From an optimization exercise on the open Yosys and OpenROAD flow, aimed at small area; shortcuts taken in it are not production practice. Only simulation tests tie the RTL to the original design; equivalence was not proved. Power is estimated from default activity; no workload was simulated.

Setup of willow:
Design encoder_trigger, start of the top module:
module encoder_trigger #(
    parameter int POS_W  = 40,
    parameter int TIME_W = enc_pkg::cfg_w
) (
    input  logic                      clk,
    input  logic                      rst,
    input  logic                      cfg_en,
    input  logic [enc_pkg::cfg_w-1:0] cfg_filt_time,
    input  logic [enc_pkg::cfg_w-1:0] cfg_skip_pulses,
    input  logic [1:0]                cfg_cnt_mode,
    input  logic                      cfg_dir_mode,
    input  logic [enc_pkg::cfg_w-1:0] cfg_div,
    input  logic                      enc_a,
    input  logic                      enc_b,
    output logic                      trigger
);
==> module encoder_trigger, before the edit <==
module encoder_trigger #(
    parameter int POS_W  = 40,
    parameter int TIME_W = enc_pkg::cfg_w
) (
    input  logic                      clk,
    input  logic                      rst,
    input  logic                      cfg_en,
    input  logic [enc_pkg::cfg_w-1:0] cfg_filt_time,
    input  logic [enc_pkg::cfg_w-1:0] cfg_skip_pulses,
    input  logic [1:0]                cfg_cnt_mode,
    input  logic                      cfg_dir_mode,
    input  logic [enc_pkg::cfg_w-1:0] cfg_div,
    input  logic                      enc_a,
    input  logic                      enc_b,
    output logic                      trigger
);
    logic [1:0]        sync_a, sync_b;
    logic [TIME_W-1:0] stable_a, stable_b;
    logic              level_a, level_b;
    logic              level_a_q, level_b_q;
    always_ff @(posedge clk or posedge rst) begin
        if (rst) begin
            sync_a <= '0;
            sync_b <= '0;
        end else begin
            sync_a <= {sync_a[0], enc_a};
            sync_b <= {sync_b[0], enc_b};
        end
    end
    logic              clr_a;
    logic [TIME_W:0]   tog_sa;
    logic [TIME_W-1:0] stable_a_next;
    assign clr_a     = ~cfg_en | (sync_a[0] ^ sync_a[1]);
    assign tog_sa[0] = 1'b1;
    for (genvar i = 0; i < TIME_W; i++) begin : g_sa
        assign tog_sa[i + 1]    = tog_sa[i] & stable_a[i];
        assign stable_a_next[i] = (stable_a[i] ^ tog_sa[i]) & ~clr_a;
    end
    always_ff @(posedge clk or posedge rst) begin
        if (rst) begin
            stable_a <= '0;
        end else begin
            stable_a <= stable_a_next;
        end
    end
    logic              clr_b;
    logic [TIME_W:0]   tog_sb;
    logic [TIME_W-1:0] stable_b_next;
    assign clr_b     = ~cfg_en | (sync_b[0] ^ sync_b[1]);
    assign tog_sb[0] = 1'b1;
    for (genvar i = 0; i < TIME_W; i++) begin : g_sb
        assign tog_sb[i + 1]    = tog_sb[i] & stable_b[i];
        assign stable_b_next[i] = (stable_b[i] ^ tog_sb[i]) & ~clr_b;
    end
    always_ff @(posedge clk or posedge rst) begin
        if (rst) begin
            stable_b <= '0;
        end else begin
            stable_b <= stable_b_next;
        end
    end
    always_ff @(posedge clk or posedge rst) begin
        if (rst) begin
            level_a <= 1'b0;
            level_b <= 1'b0;
        end else begin
            if (!cfg_en || stable_a == cfg_filt_time) level_a <= sync_a[1];
            if (!cfg_en || stable_b == cfg_filt_time) level_b <= sync_b[1];
        end
    end
    always_ff @(posedge clk or posedge rst) begin
        if (rst) begin
            level_a_q <= 1'b0;
            level_b_q <= 1'b0;
        end else begin
            level_a_q <= level_a;
            level_b_q <= level_b;
        end
    end
    logic a_rise, a_fall, b_rise, b_fall;
    logic dec_up, dec_down;
    assign a_rise = level_a & ~level_a_q;
    assign a_fall = ~level_a & level_a_q;
    assign b_rise = level_b & ~level_b_q;
    assign b_fall = ~level_b & level_b_q;
    always_comb begin
        dec_up   = 1'b0;
        dec_down = 1'b0;
        case (cfg_cnt_mode)
            2'd0: begin
                dec_up = a_rise;
            end
            2'd1: begin
                dec_up   = a_rise & ~level_b;
                dec_down = a_rise & level_b;
            end
            2'd2: begin
                dec_up   = (a_rise & ~level_b) | (a_fall & level_b);
                dec_down = (a_rise & level_b) | (a_fall & ~level_b);
            end
            default: begin
                dec_up   = (a_rise & ~level_b) | (a_fall & level_b)
                         | (b_rise & level_a) | (b_fall & ~level_a);
                dec_down = (a_rise & level_b) | (a_fall & ~level_b)
                         | (b_rise & ~level_a) | (b_fall & level_a);
            end
        endcase
    end
    logic              skipping, tracking, gate_off;
    logic              step_up, step_down;
    logic [31:0]       cnt_a, cnt_b;
    logic [32:0]       tog_a;
    logic [32:0]       tog_b;
    logic [31:0]       sum_a, sum_b;
    logic [39:0]       dist_next;
    logic              skip_zero, div_one, a_zero, b_zero, gate_done;
    logic              go_down, hit_fwd, hit_back, fire, load_skip, keep;
    assign gate_off  = ~skipping & ~tracking;
    assign skip_zero = (cfg_skip_pulses == '0);
    assign div_one   = (cfg_div == 32'd1);
    assign a_zero    = (cnt_a == '0);
    assign b_zero    = (cnt_b == '0);
    assign gate_done = gate_off ? skip_zero : (a_zero & (b_zero | (cfg_cnt_mode == 2'd0)));
    assign go_down  = skipping | step_down;
    assign tog_a[0] = skipping ? (a_rise & ~a_zero) : (step_up | step_down);
    for (genvar i = 0; i < 32; i++) begin : g_a
        assign sum_a[i]     = cnt_a[i] ^ tog_a[i];
        assign tog_a[i + 1] = tog_a[i] & (cnt_a[i] ^ go_down);
    end
    assign tog_b[0] = skipping ? (b_rise & ~b_zero) : tog_a[32];
    for (genvar i = 0; i < 32; i++) begin : g_b
        assign sum_b[i] = cnt_b[i] ^ tog_b[i];
        if (i < 8) begin : g_dn
            assign tog_b[i + 1] = tog_b[i] & (cnt_b[i] ^ go_down);
        end else begin : g_sk
            assign tog_b[i + 1] = tog_b[i] & ~cnt_b[i];
        end
    end
    assign dist_next = {sum_b[7:0], sum_a};
    assign hit_fwd  = (dist_next == {7'd0, cfg_div, 1'b0});
    assign hit_back = (dist_next == 40'd0);
    assign fire     = tracking ? ((step_up & hit_fwd) | (step_down & cfg_dir_mode & hit_back))
                    : (gate_off & (step_up | (step_down & cfg_dir_mode)) & div_one);
    assign load_skip = cfg_en & gate_off & ~skip_zero;
    assign keep      = cfg_en & ~gate_off & ~(skipping & gate_done) & ~(tracking & fire);
    always_ff @(posedge clk or posedge rst) begin
        if (rst) begin
            cnt_a <= '0;
            cnt_b <= '0;
        end else begin
            cnt_a <= keep ? sum_a : (load_skip ? cfg_skip_pulses : cfg_div);
            cnt_b <= keep ? sum_b : (load_skip ? cfg_skip_pulses : 32'd0);
        end
    end
    always_ff @(posedge clk or posedge rst) begin
        if (rst) begin
            step_up   <= 1'b0;
            step_down <= 1'b0;
        end else if (tracking) begin
            step_up   <= dec_up & ~dec_down;
            step_down <= dec_down & ~dec_up;
        end else begin
            step_up   <= cfg_en & step_up & ~fire;
            step_down <= cfg_en & step_down & ~fire;
        end
    end
    always_ff @(posedge clk or posedge rst) begin
        if (rst) begin
            skipping <= 1'b0;
            tracking <= 1'b0;
            trigger  <= 1'b0;
        end else begin
            tracking <= cfg_en & (tracking | gate_done);
            skipping <= cfg_en & ~tracking & ~gate_done;
            trigger  <= cfg_en & fire;
        end
    end
endmodule
clock: 8.0 ns
lec_check: 0
abc_area: 1
cap_margin: 20
core_margin: 2
core_utilization: 40
cts_buf_list: sky130_fd_sc_hd__clkbuf_8
cts_cluster_diameter: 100
cts_cluster_size: 40
slew_margin: 20
standard.sh (not shown) runs the stock make flow with config.mk's settings and CLKGATE_MAP_FILE= SYNTH_SCRIPT=/design/flow/synth_recipe.tcl, a recipe that flattens the netlist after the stock synthesis.
==> flow/flow/run.sh <==
#!/bin/bash
# Own layout flow: the standard synthesis, then its combinational logic re-mapped by ABC
# for area (registers untouched; each re-mapped netlist must be proven equal to the standard
# one, and the smallest proven one is used), then the standard layout with
# sky130_fd_sc_hd__buf_1 as the port buffer. Each tool's output goes to a log_*.log file in
# the work folder.
set -euo pipefail
W=$(pwd)
F=$W/flow
R=$W/orfs/results/$FLOW_PLATFORM/encoder_trigger/base
L=$W/orfs/logs/$FLOW_PLATFORM/encoder_trigger/base
export LIB=$FLOW_HOME/platforms/sky130hd/lib/sky130_fd_sc_hd__tt_025C_1v80.lib
export TOP=$FLOW_TOP
export BUFFER_PORTS_ARGS="-buffer_cell sky130_fd_sc_hd__buf_1"

bash standard.sh synth > $W/log_1_standard_synth.log 2>&1
cp $R/1_2_yosys.v $W/std_1_2_yosys.v
python3 $F/cut.py $W/std_1_2_yosys.v $W/cut_std.v > $W/log_3_cut_std.log 2>&1
IN_V=$W/cut_std.v OUT_BLIF=$W/cut_std.blif yosys -c $F/toblif.tcl > $W/log_4_blif_std.log 2>&1
DU=$(grep -m1 "^abc -script" $L/1_2_yosys.log | grep -o -- "-dont_use [A-Za-z0-9_]*" | tr '\n' ' ')

# one re-mapping: $1 its number, $2 the deepsyn seed, $3 an extra ABC step
remap() {
    local k=$1
    sed -e "s/@SEED@/$2/" -e "s/@EXTRA@/$3/" $F/reabc.abc > $W/reabc_$k.abc
    STD_V=$W/std_1_2_yosys.v NEW_V=$W/area_$k.v ABC_SCRIPT=$W/reabc_$k.abc DONT_USE="$DU" \
        yosys -c $F/reabc.tcl > $W/log_2_remap_$k.log 2>&1 || return 1
    python3 $F/cut.py $W/area_$k.v $W/cut_area_$k.v > $W/log_3_cut_$k.log 2>&1 || return 1
    IN_V=$W/cut_area_$k.v OUT_BLIF=$W/cut_area_$k.blif yosys -c $F/toblif.tcl > $W/log_4_blif_$k.log 2>&1 || return 1
    yosys-abc -c "cec -n $W/cut_std.blif $W/cut_area_$k.blif" > $W/log_5_cec_$k.log 2>&1 || return 1
    grep -q "Networks are equivalent" $W/log_5_cec_$k.log || return 1
    # the same registers, by name and cell type
    diff <(grep -oE "sky130_fd_sc_hd__(df|ed|sdf)[a-z0-9_]+ +[^ ]+" $W/std_1_2_yosys.v | sort) \
         <(grep -oE "sky130_fd_sc_hd__(df|ed|sdf)[a-z0-9_]+ +[^ ]+" $W/area_$k.v | sort) > $W/log_6_regs_$k.log 2>&1 || return 1
    grep "Chip area" $W/log_2_remap_$k.log | awk '{print $NF}' > $W/area_$k.txt
}

remap 1 1 "" &
remap 2 7 "" &
remap 3 3 "amap -m\nstrash" &
remap 4 5 "amap -m\nstrash" &
wait || true

best=""
for k in 1 2 3 4; do
    if [[ -s $W/area_$k.txt ]]; then
        a=$(cat $W/area_$k.txt)
        echo "re-mapping $k: area $a, proven equal"
        if [[ -z $best ]] || awk "BEGIN{exit !($a < $(cat $W/area_$best.txt))}"; then best=$k; fi
    else
        echo "re-mapping $k: failed or not proven"
    fi
done
if [[ -n $best ]]; then
    echo "using re-mapping $best"
    cp $W/area_$best.v $R/1_2_yosys.v
    rm -f $R/1_synth.odb
else
    echo "keeping the standard netlist"
fi

bash standard.sh > $W/log_7_standard_layout.log 2>&1
Other scripts of this flow, unchanged in this note and not shown: flow/flow/cut.py, flow/flow/reabc.abc, flow/flow/reabc.tcl, flow/flow/toblif.tcl
Input-level comparison between quartz and willow:
-- flow/design.v --
<<< willow, line 67
    logic [TIME_W:0]   tog_sa;
    logic [TIME_W-1:0] stable_a_next;
    assign clr_a     = ~cfg_en | (sync_a[0] ^ sync_a[1]);
    assign tog_sa[0] = 1'b1;
    for (genvar i = 0; i < TIME_W; i++) begin : g_sa
>>> quartz, line 67
    logic [TIME_W:0]   tog_sa;
    logic [TIME_W-1:0] stable_a_next;
    assign clr_a     = rst | ~cfg_en | (sync_a[0] ^ sync_a[1]);
    assign tog_sa[0] = 1'b1;
    for (genvar i = 0; i < TIME_W; i++) begin : g_sa
<<< willow, line 73
        assign stable_a_next[i] = (stable_a[i] ^ tog_sa[i]) & ~clr_a;
    end
    always_ff @(posedge clk or posedge rst) begin
        if (rst) begin
            stable_a <= '0;
        end else begin
            stable_a <= stable_a_next;
        end
    end
    logic              clr_b;
    logic [TIME_W:0]   tog_sb;
    logic [TIME_W-1:0] stable_b_next;
    assign clr_b     = ~cfg_en | (sync_b[0] ^ sync_b[1]);
    assign tog_sb[0] = 1'b1;
    for (genvar i = 0; i < TIME_W; i++) begin : g_sb
>>> quartz, line 73
        assign stable_a_next[i] = (stable_a[i] ^ tog_sa[i]) & ~clr_a;
    end
    always_ff @(posedge clk) begin
        stable_a <= stable_a_next;
    end
    logic              clr_b;
    logic [TIME_W:0]   tog_sb;
    logic [TIME_W-1:0] stable_b_next;
    assign clr_b     = rst | ~cfg_en | (sync_b[0] ^ sync_b[1]);
    assign tog_sb[0] = 1'b1;
    for (genvar i = 0; i < TIME_W; i++) begin : g_sb
<<< willow, line 89
        assign stable_b_next[i] = (stable_b[i] ^ tog_sb[i]) & ~clr_b;
    end
    always_ff @(posedge clk or posedge rst) begin
        if (rst) begin
            stable_b <= '0;
        end else begin
            stable_b <= stable_b_next;
        end
    end
    always_ff @(posedge clk or posedge rst) begin
>>> quartz, line 85
        assign stable_b_next[i] = (stable_b[i] ^ tog_sb[i]) & ~clr_b;
    end
    always_ff @(posedge clk) begin
        stable_b <= stable_b_next;
    end
    always_ff @(posedge clk or posedge rst) begin
<<< willow, line 105
        end
    end
    always_ff @(posedge clk or posedge rst) begin
        if (rst) begin
            level_a_q <= 1'b0;
            level_b_q <= 1'b0;
        end else begin
            level_a_q <= level_a;
            level_b_q <= level_b;
        end
    end
    logic a_rise, a_fall, b_rise, b_fall;
>>> quartz, line 97
        end
    end
    always_ff @(posedge clk) begin
        level_a_q <= level_a;
        level_b_q <= level_b;
    end
    logic a_rise, a_fall, b_rise, b_fall;
<<< willow, line 179
                    : (gate_off & (step_up | (step_down & cfg_dir_mode)) & div_one);
    assign load_skip = cfg_en & gate_off & ~skip_zero;
    assign keep      = cfg_en & ~gate_off & ~(skipping & gate_done) & ~(tracking & fire);
    always_ff @(posedge clk or posedge rst) begin
        if (rst) begin
            cnt_a <= '0;
            cnt_b <= '0;
        end else begin
            cnt_a <= keep ? sum_a : (load_skip ? cfg_skip_pulses : cfg_div);
            cnt_b <= keep ? sum_b : (load_skip ? cfg_skip_pulses : 32'd0);
>>> quartz, line 166
                    : (gate_off & (step_up | (step_down & cfg_dir_mode)) & div_one);
    assign load_skip = cfg_en & gate_off & ~skip_zero;
    assign keep      = ~rst & cfg_en & ~gate_off & ~(skipping & gate_done) & ~(tracking & fire);
    always_ff @(posedge clk) begin
        begin
            cnt_a <= keep ? sum_a : (load_skip ? cfg_skip_pulses : cfg_div);
            cnt_b <= keep ? sum_b : (load_skip ? cfg_skip_pulses : 32'd0);
### Flow results
- Relative to willow, leakage power of the design has gone down in quartz.
- Per-instance average area after synthesis (higher): willow
- Endpoint arrival time on the critical path | quartz above willow
- quartz against willow: wire length on met2 went down, insertion delay of the later-clocked pin in the worst-skew pair neither gained nor lost much.
- quartz vs willow, leading cell type in the layout, fill and taps excluded: sky130_fd_sc_hd__dfxtp_1 vs sky130_fd_sc_hd__dfrtp_1
- Share of post-route cells with drive strength above 1 in quartz is 2.9 points higher than in willow
- quartz against willow: non-clock buffer count in the final layout now larger; number of gates resized after cts now smaller.
- Wire: quartz routes less than willow

-- what the ideal ports hide --
Ports are ideal in the flow. The routed layouts listed here were re-timed in OpenROAD. Step 1 sets driving cells, clkbuf_16 on the clock port and buf_2 on the other inputs (assumed; they add their load-dependent delay and slew). Step 2 also shifts input and output timing later by t, the mid clock arrival at the registers, as if the neighbouring blocks saw the same clock. Slacks: no drivers / after step 1 / after step 2; pairs: no drivers / after step 1.
run	t (ns)	setup WS [ns]	latest minus earliest clock arrival (ns)
willow	0.502	0.453 / 0.453 / 0.453	0.014 / 0.014
quartz	0.510	0.195 / 0.195 / 0.195	0.017 / 0.017
After both steps every run listed still meets setup and hold.
